Source: an optimization exercise on an open RTL-to-GDS flow (aim: small area, a short achievable clock period and few clock cycles per item). Production flows keep margins and buffers that such runs may drop. The RTL was checked by simulation tests, not by an equivalence proof against the original design. Power figures rest on the tool's default switching activity, not on a simulated workload.

==> flow/design.v (excerpt) <==
module priority_button_rule_resolver
#(
  parameter int NUM_RULES = pbr_pkg::NUM_RULES_DEF
) (
  input  logic                  clk,
  input  logic                  rst_n,
  input  logic                  in_tvalid,
  output logic                  in_tready,
  input  logic [pbr_pkg::IN_DATA_W-1:0]  in_tdata,
  input  logic [0:0]            in_tuser,
  output logic                  out_tvalid,
  input  logic                  out_tready,
  output logic [pbr_pkg::OUT_DATA_W-1:0] out_tdata,
  input  logic                  cfg_we,
  input  logic [pbr_pkg::CFG_IDX_W-1:0]  cfg_index,
  input  logic [pbr_pkg::CFG_DATA_W-1:0] cfg_wdata
);
  logic        custom_en;
  logic [7:0]  custom_l, custom_n, custom_r;
  logic [7:0]  default_l, default_n, default_r;
  logic [15:0] known;
  always_ff @(posedge clk) begin
    if (!rst_n) begin
      custom_en <= 1'b0;
      custom_l  <= 8'd0;
      custom_n  <= 8'd128;
      custom_r  <= 8'd255;
      default_l <= 8'd0;
      default_n <= 8'd128;
      default_r <= 8'd255;
      known     <= 16'hFFFF;
  ...
export LEC_CHECK = 0
export CAP_MARGIN = 20
export CORE_MARGIN = 2
export CORE_UTILIZATION = 55
export CTS_CLUSTER_DIAMETER = 60
export CTS_CLUSTER_SIZE = 20
export SETUP_SLACK_MARGIN = 2.3
export SLEW_MARGIN = 20
export BUFFER_PORTS_ARGS = -buffer_cell sky130_fd_sc_hd__buf_1
create_clock -name core_clock -period 4.5 [get_ports {clk}]
standard.sh (not shown) runs the stock make flow with config.mk's settings and CLKGATE_MAP_FILE= SYNTH_SCRIPT=/design/flow/synth_recipe.tcl, a recipe that flattens the netlist after the stock synthesis.
==> flow/flow/run.sh <==
#!/bin/bash
# Own flow: the standard flow, with the ports buffered by the smallest
# buffer (sky130_fd_sc_hd__buf_1) instead of the default port buffer cell.
# Every port still gets its own buffer; the resizer upsizes them where timing needs it.
set -euo pipefail
echo 'export BUFFER_PORTS_ARGS = -buffer_cell sky130_fd_sc_hd__buf_1' >> config.mk
bash standard.sh > standard_flow.log 2>&1
The first run ran to the end with no violations.
Testbench counts at the start, summed over its fixed seeds: cycles 12,024, items 12,000.
Rerun with:
==> flow/flow/run.sh (replaced) <==
#!/bin/bash
# Own flow: the standard flow, with two changes:
# - the ports are buffered by the smallest buffer (sky130_fd_sc_hd__buf_1)
#   instead of the default port buffer cell; every port still gets its own
#   buffer, and the resizer upsizes them where timing needs it;
# - clock tree synthesis inserts no dummy loads (same clustering as config.mk).
set -euo pipefail
cat >> config.mk <<'EOC'
export BUFFER_PORTS_ARGS = -buffer_cell sky130_fd_sc_hd__buf_1
export CTS_ARGS = -sink_clustering_enable -repair_clock_nets -sink_clustering_size 20 -sink_clustering_max_diameter 60 -dont_use_dummy_load
EOC
bash standard.sh > standard_flow.log 2>&1
- CTS_ARGS: default -> -sink_clustering_enable -repair_clock_nets -sink_clustering_size 20 -sink_clustering_max_diameter 60 -dont_use_dummy_load
- SETUP_SLACK_MARGIN: 2.3 -> 2.2
=> Total power went down by 5.6%. Utilization falls by 2.3 points. Routed wire length is lower by about 3%. Clock skew is higher by 0.018 ns. Via count drops by about 2.3%. Cell area is lower by about 3.5%. Global-route usage decreases by 0.52 points. Synthesized area stays the same.

* * *

Starting RTL as in the previous note.
clock: 4.5 ns
lec_check: 0
cap_margin: 20
core_margin: 2
core_utilization: 55
cts_cluster_diameter: 60
cts_cluster_size: 20
setup_slack_margin: 2.0
slew_margin: 20
buffer_ports_args: -buffer_cell sky130_fd_sc_hd__buf_1
cts_args: -sink_clustering_enable -repair_clock_nets -sink_clustering_size 20 -sink_clustering_max_diameter 60 -dont_use_dummy_load
==> flow/flow/run.sh <==
#!/bin/bash
# Own flow: the standard flow, with two changes:
# - the ports are buffered by the smallest buffer (sky130_fd_sc_hd__buf_1)
#   instead of the default port buffer cell; every port still gets its own
#   buffer, and the resizer upsizes them where timing needs it;
# - clock tree synthesis inserts no dummy loads (same clustering as config.mk).
set -euo pipefail
cat >> config.mk <<'EOC'
export BUFFER_PORTS_ARGS = -buffer_cell sky130_fd_sc_hd__buf_1
export CTS_ARGS = -sink_clustering_enable -repair_clock_nets -sink_clustering_size 20 -sink_clustering_max_diameter 60 -dont_use_dummy_load
EOC
bash standard.sh > standard_flow.log 2>&1
The first run went through all stages and came out clean.
Testbench counts at the start, summed over its fixed seeds: cycles 12,024, items 12,000.
Rerun with:
Settings changed: CORE_UTILIZATION 55 to 62, SETUP_SLACK_MARGIN 2.0 to 2.2.
Effect:
- The changed run produced a clean layout
- final cell count falls by about 1.3%
- global-route usage goes up by 4.3 points
- area after synthesis does not change
- die area is lower by about 11%
- utilization climbs by 9.1 points
Rerun with:
Settings changed: CORE_UTILIZATION 62 to 55, SETUP_SLACK_MARGIN 2.2 to 1.7.
Outcome:
- The changed run went through all stages and came out clean
- area after synthesis is unchanged
- cell count is higher by 0.60%
- total power is higher by 0.47%
- maximum frequency drops by 15%
- sequential share of layout area is higher by 1.3 points
Rerun with:
Settings changed: CORE_UTILIZATION 55 to 45, SETUP_SLACK_MARGIN 1.7 to 2.2.
- non-clock buffer count rises by 76
- register-to-register slack improved by 0.36 ns
- design area rises by a few percent

* * *

priority_button_rule_resolver, a different RTL version from the one above (not shown whole).
For scale: roughly 2,100 cells after synthesis, about 750 flip-flops, about 180 I/O pins, ~0.030 mm2 of cells after synthesis.
clock: 4.5 ns
lec_check: 0
cap_margin: 20
core_margin: 2
core_utilization: 65
setup_slack_margin: 2.2
slew_margin: 20
run.sh (not shown) runs the stock make flow with config.mk's settings and CLKGATE_MAP_FILE= SYNTH_SCRIPT=/design/flow/synth_recipe.tcl, a recipe that flattens the netlist after the stock synthesis.
Stock flow here: none of the scripts above is used.
Testbench counts at the start, summed over its fixed seeds: cycles 12,024, items 12,000.
Edit:
CORE_UTILIZATION = 55   (was 65)
CTS_CLUSTER_DIAMETER = 100   (was not set)
CTS_CLUSTER_SIZE = 30   (was not set)
SETUP_SLACK_MARGIN = 2.4   (was 2.2)
The changed run finished clean. Cell count came out higher by 3.5%. Power came out lower by about 16%. Die area rose by 18%. Worst hold slack improved by 0.015 ns. Via count shrinks by about 3%. Worst setup slack improves by 0.095 ns.
Edit:
CTS_CLUSTER_DIAMETER = not set   (was 100)
CTS_CLUSTER_SIZE = not set   (was 30)
Effect: The changed run finished clean. Global-route usage goes up by 0.80 points. Cell area grows by 3.7%. Via count came out higher by 1.8%. Fmax grows by 0.87%. Sequential share of layout area decreases by 2.1 points. Setup slack gets better by 0.020 ns. Final cell count increases by 2.1%. Routed wire length rises by 0.81%.

* * *

RTL: one of the versions met above, not the one the previous note started from.
Size in the first run: about 2100 cells after synthesis, ~730 flip-flops, ~180 I/O pins.
Design priority_button_rule_resolver, start of the top module:
module priority_button_rule_resolver
#(
  parameter int NUM_RULES = pbr_pkg::NUM_RULES_DEF
) (
  input  logic                  clk,
  input  logic                  rst_n,
  input  logic                  in_tvalid,
  output logic                  in_tready,
  input  logic [pbr_pkg::IN_DATA_W-1:0]  in_tdata,
  input  logic [0:0]            in_tuser,
  output logic                  out_tvalid,
  input  logic                  out_tready,
  output logic [pbr_pkg::OUT_DATA_W-1:0] out_tdata,
  input  logic                  cfg_we,
  input  logic [pbr_pkg::CFG_IDX_W-1:0]  cfg_index,
  input  logic [pbr_pkg::CFG_DATA_W-1:0] cfg_wdata
);
export LEC_CHECK = 0
export CAP_MARGIN = 20
export CORE_MARGIN = 2
export CORE_UTILIZATION = 62
export CTS_CLUSTER_DIAMETER = 60
export CTS_CLUSTER_SIZE = 20
export SETUP_SLACK_MARGIN = 2.3
export SLEW_MARGIN = 20
export BUFFER_PORTS_ARGS = -buffer_cell sky130_fd_sc_hd__buf_1
export CTS_ARGS = -sink_clustering_enable -repair_clock_nets -sink_clustering_size 20 -sink_clustering_max_diameter 60 -dont_use_dummy_load
create_clock -name core_clock -period 4.5 [get_ports {clk}]
standard.sh (not shown) runs the stock make flow with config.mk's settings and CLKGATE_MAP_FILE= SYNTH_SCRIPT=/design/flow/synth_recipe.tcl, a recipe that flattens the netlist after the stock synthesis.
Scripts as last shown in full above: flow/flow/run.sh
Testbench counts at the start, summed over its fixed seeds: cycles 12,024, items 12,000.
Next try:
--- a/flow/config.mk
+++ b/flow/config.mk
@@ -10 +10 @@
-export CORE_UTILIZATION = 62
+export CORE_UTILIZATION = 66
@@ -13 +13 @@
-export SETUP_SLACK_MARGIN = 2.3
+export SETUP_SLACK_MARGIN = 2.2
Die area is lower by 6.0%.
Flip-flop and latch count is unchanged.
Clock power went down by about 2%.
Synthesized cell count is unchanged.
Global-route usage climbs by 1.7 points.
Final cell count fell by 1.9%.
Next try:
--- a/flow/flow/run.sh
+++ b/flow/flow/run.sh
@@ -10 +10 @@
-export CTS_ARGS = -sink_clustering_enable -repair_clock_nets -sink_clustering_size 20 -sink_clustering_max_diameter 60 -dont_use_dummy_load
+export CTS_ARGS = -sink_clustering_enable -repair_clock_nets -sink_clustering_size 30 -sink_clustering_max_diameter 80 -dont_use_dummy_load
--- a/flow/config.mk
+++ b/flow/config.mk
@@ -10,4 +10,4 @@
-export CORE_UTILIZATION = 66
-export CTS_CLUSTER_DIAMETER = 60
-export CTS_CLUSTER_SIZE = 20
-export SETUP_SLACK_MARGIN = 2.2
+export CORE_UTILIZATION = 62
+export CTS_CLUSTER_DIAMETER = 80
+export CTS_CLUSTER_SIZE = 30
+export SETUP_SLACK_MARGIN = 2.25
@@ -16 +16 @@
-export CTS_ARGS = -sink_clustering_enable -repair_clock_nets -sink_clustering_size 20 -sink_clustering_max_diameter 60 -dont_use_dummy_load
+export CTS_ARGS = -sink_clustering_enable -repair_clock_nets -sink_clustering_size 30 -sink_clustering_max_diameter 80 -dont_use_dummy_load
=>
- flip-flop and latch count is unchanged
- final cell count went up by 1.8%
- worst setup slack gets worse by 0.035 ns
Next try:
==> flow/flow/run.sh (replaced) <==
#!/bin/bash
# Own flow: the standard flow, with the ports buffered by the smallest
# buffer (sky130_fd_sc_hd__buf_1) instead of the default port buffer cell.
# Every port still gets its own buffer; the resizer upsizes them where timing needs it.
set -euo pipefail
echo 'export BUFFER_PORTS_ARGS = -buffer_cell sky130_fd_sc_hd__buf_1' >> config.mk
bash standard.sh > standard_flow.log 2>&1
--- a/flow/config.mk
+++ b/flow/config.mk
@@ -10,4 +10,4 @@
-export CORE_UTILIZATION = 62
-export CTS_CLUSTER_DIAMETER = 80
-export CTS_CLUSTER_SIZE = 30
-export SETUP_SLACK_MARGIN = 2.25
+export CORE_UTILIZATION = 55
+export CTS_CLUSTER_DIAMETER = 60
+export CTS_CLUSTER_SIZE = 20
+export SETUP_SLACK_MARGIN = 2.2
@@ -16 +15,0 @@
-export CTS_ARGS = -sink_clustering_enable -repair_clock_nets -sink_clustering_size 30 -sink_clustering_max_diameter 80 -dont_use_dummy_load
Outcome: Fmax increases slightly. Via count decreases slightly. Sequential share of layout area decreases by 0.81 points. Clock power increases by well over a third. Register-to-register slack gains 0.03 ns. Wire length increases slightly. Core utilization decreases by 7.4 points. Clock skew decreases by 0.014 ns. Synthesized area is unchanged. Worst setup slack gains 0.032 ns.

-- re-timing with driven ports --
Ports are ideal in the flow. The routed layouts listed here were re-timed in OpenROAD. Step 1 sets driving cells, clkbuf_16 on the clock port and buf_2 on the other inputs (assumed; they add their load-dependent delay and slew). Step 2, shift: input delay + t, output delay - t, t = (earliest + latest rising clock arrival at the registers) / 2. This alone moves slack from input paths to output paths. a / b / c = ideal / step 1 / step 2; a / b = the first two.
| run | t, ns | setup WS [ns] | worst register clock-pin slew, ns | pins driven straight from the clock port |
|---|---|---|---|---|
| the first run of note 1 | 0.677 | 2.155 / 2.155 / 1.713 | 0.09 / 0.09 | 1 |
| the second run of note 1 | 0.671 | 2.074 / 2.074 / 1.662 | 0.09 / 0.09 | 1 |
| the first run of note 2 | 0.655 | 1.963 / 1.963 / 1.489 | 0.09 / 0.09 | 1 |
| the second run of note 2 | 0.659 | 2.144 / 2.144 / 1.678 | 0.08 / 0.08 | 1 |
| the third run of note 2 | 0.662 | 1.733 / 1.733 / 1.468 | 0.09 / 0.09 | 1 |
| the fourth run of note 2 | 0.666 | 2.088 / 2.088 / 1.664 | 0.09 / 0.09 | 1 |
| the first run of note 3 | 0.669 | 2.071 / 2.035 / 1.566 | 0.07 / 0.07 | 1 |
| the second run of note 3 | 0.698 | 2.166 / 2.112 / 1.754 | 0.12 / 0.12 | 1 |
| the third run of note 3 | 0.679 | 2.186 / 2.149 / 1.789 | 0.06 / 0.06 | 1 |
| the first run of note 4 | 0.655 | 2.171 / 2.135 / 1.759 | 0.08 / 0.08 | 1 |
| the second run of note 4 | 0.650 | 2.131 / 2.130 / 1.623 | 0.08 / 0.08 | 1 |
| the third run of note 4 | 0.639 | 2.096 / 2.096 / 1.656 | 0.11 / 0.11 | 1 |
| the fourth run of note 4 | 0.675 | 2.128 / 2.077 / 1.622 | 0.09 / 0.09 | 1 |
After both steps every run listed still meets setup and hold. The setup slack of the second run of note 4, which loses most, moves by -0.001 ns with the drivers and by -0.508 ns with both steps.
